Source: an optimization exercise on an open RTL-to-GDS flow (aim: small area, a short achievable clock period and few clock cycles). Production flows keep margins and buffers that such runs may drop.
Function was checked by simulation only, so behaviour that the tests miss may differ from the original.
No activity file was given, so power comes from the tool's default toggle rates.

Setup of alpha:
Design multi_mode_task_scheduler, start of the top module:
module multi_mode_task_scheduler #(
  parameter int unsigned MAX_TASKS = 16
) (
  input  wire          clk_i,
  input  wire          rst_ni,
  input  wire          cfg_we_i,
  input  wire [0:0]    cfg_index_i,
  input  wire [7:0]    cfg_wdata_i,
  input  wire          in_valid_i,
  output logic         in_ready_o,
  input  wire          operation_i,
  input  wire [7:0]    task_id_i,
  input  wire [15:0]   arrival_time_i,
  input  wire [15:0]   burst_length_i,
  output logic         out_valid_o,
  input  wire          out_ready_i,
  output logic [15:0]  current_time_o,
  output logic         load_rejected_o,
  output logic         running_valid_o,
  output logic [7:0]   running_id_o,
  output logic         finished_o,
  output logic [15:0]  turnaround_time_o,
  output logic [15:0]  waiting_time_o,
  output logic [15:0]  response_time_o,
  output logic         all_done_o
);
Size in the first run: roughly 8600 cells after synthesis, ~1800 flip-flops, ~130 I/O pins.
export LEC_CHECK = 0
export CAP_MARGIN = 20
export CORE_MARGIN = 2
export CORE_UTILIZATION = 35
export CTS_CLUSTER_DIAMETER = 100
export CTS_CLUSTER_SIZE = 18
export PLACE_DENSITY = 0.55
export SETUP_SLACK_MARGIN = 4.0
export SLEW_MARGIN = 20
create_clock -name core_clock -period 9.0 [get_ports {clk_i}]
run.sh (not shown) runs the stock make flow with config.mk's settings and CLKGATE_MAP_FILE= SYNTH_SCRIPT=/design/flow/synth_recipe.tcl, a recipe that flattens the netlist after the stock synthesis.
alpha: full flow OK, the timing, design-rule and antenna checks passed
Testbench counts of alpha, summed over its fixed seeds: cycles 11,053.
Setup changes, alpha to beta
Settings: a change of PLACE_DENSITY from 0.55 to 0.35; a change of CORE_UTILIZATION from 35 to 25.
==> comparison <==
Status | beta and alpha | clean
Portion of total power attributed to combinational logic, beta and alpha, lower one = beta.
beta against alpha: mapped cell area closely matched the old numbers, worst reg2reg path depth increased by about 9% relative to the old numbers, number of vias in the routed layout decreased by 528 relative to the old numbers.
beta ends up with a final cell count that is 1661 higher than in alpha.
Relative to alpha, iteration count of the initial detailed-routing pass has gone up in beta.
Between beta and alpha, slew at the pin closest to its max-slew limit is higher for alpha, beta comes in under that.
beta against alpha: power now sits higher, critical path depth now sits higher, register-to-register slack now sits lower, total length of routed met3 wires now sits lower.
Cell with the largest stage delay on the worst path = fa_2: beta; cell with the largest stage delay on the worst path = or4_4: alpha
The following lists how gamma was set up differently from beta:
Settings: PLACE_DENSITY: 0.35 -> 0.45; CORE_UTILIZATION: 25 -> 30.
## What came out
- gamma falls short of beta in maximum vdd drop.
- Worst reg-to-reg path cell count sits lower in gamma than in beta.
- Relative to beta, met2 wire length has gone down in gamma.
- Hold slack for gamma: 0.014 ns up relative to beta


multi_mode_task_scheduler again, from the RTL that the note above started with.
==> flow/config.mk <==
export PLATFORM = sky130hd
export DESIGN_NAME = multi_mode_task_scheduler
export DESIGN_NICKNAME = multi_mode_task_scheduler
export VERILOG_FILES = /design/flow/design.v
export SDC_FILE = /design/flow/constraint.sdc
export NUM_CORES = 4
export LEC_CHECK = 0
export CAP_MARGIN = 20
export CORE_MARGIN = 2
export CORE_UTILIZATION = 42
export CTS_CLUSTER_DIAMETER = 100
export CTS_CLUSTER_SIZE = 18
export PLACE_DENSITY = 0.65
export SETUP_SLACK_MARGIN = 4.0
export SLEW_MARGIN = 20
==> flow/constraint.sdc <==
create_clock -name core_clock -period 9.0 [get_ports {clk_i}]
set_input_delay 1.8000 -clock core_clock [delete_from_list [all_inputs] [get_ports {clk_i}]]
set_output_delay 1.8000 -clock core_clock [all_outputs]
set_load 0.01 [all_outputs]
Testbench counts at the start, summed over its fixed seeds: cycles 11,053.
Rerun with:
- CORE_UTILIZATION: 42 -> 38
- PLACE_DENSITY: 0.65 -> 0.6
- SETUP_SLACK_MARGIN: 4.0 -> 4.5
After rerunning:
- power went up by 6.0%
- synthesized cell count is unchanged
- sequential share of layout area went down by 2.5 points
- wire length went up by 12%
- critical path depth went up by 4
- worst setup slack improves by 0.15 ns
- design area went up by 5.5%
Rerun with:
- CORE_UTILIZATION: 38 -> 30
- PLACE_DENSITY: 0.6 -> 0.45
The changed run completed without violations.
Wire length went up by 6.1%.
Clock skew went down by 0.0032 ns.
Cell count went up by 7.8%.
Die area went up by 26%.
Power went up by 0.38%.
Worst setup slack degrades by 0.13 ns.
First-iteration DRC count went down by 15%.
Sequential power barely changes.

[what the ideal ports hide]
How much do the figures lean on ideal ports? The routed layouts below were timed once more, with nothing changed but the port constraints. Step 1 sets driving cells, clkbuf_16 on the clock port and buf_2 on the other inputs (assumed; they add their load-dependent delay and slew). Step 2 times the ports against the registers' clock, not the clock port: input delays grow and output delays shrink by t, the midpoint of the rising clock arrivals with the driver on. a / b / c = ideal ports / drivers / drivers and shift; a / b = the first two.
run | t, ns | setup slack, ns | hold WS [ns] | worst setup path at the end | cell pins on the clock port's net
alpha | 1.023 | 3.745 / 3.745 / 3.137 | 0.490 / 0.490 / 0.490 | input to register | 1
beta | 0.993 | 3.496 / 3.496 / 3.268 | 0.421 / 0.421 / 0.421 | input to register | 1
gamma | 0.970 | 3.737 / 3.737 / 3.260 | 0.435 / 0.435 / 0.435 | input to register | 1
the first run of note 2 | 0.931 | 3.772 / 3.772 / 3.315 | 0.425 / 0.425 / 0.425 | input to register | 1
the second run of note 2 | 0.956 | 3.926 / 3.926 / 3.640 | 0.485 / 0.485 / 0.485 | input to register | 1
the third run of note 2 | 0.976 | 3.801 / 3.801 / 3.597 | 0.441 / 0.441 / 0.441 | input to register | 1
After both steps setup and hold are still met in every run listed. The setup slack of alpha, which loses most, moves by 0.000 ns with the drivers and by -0.608 ns with both steps.
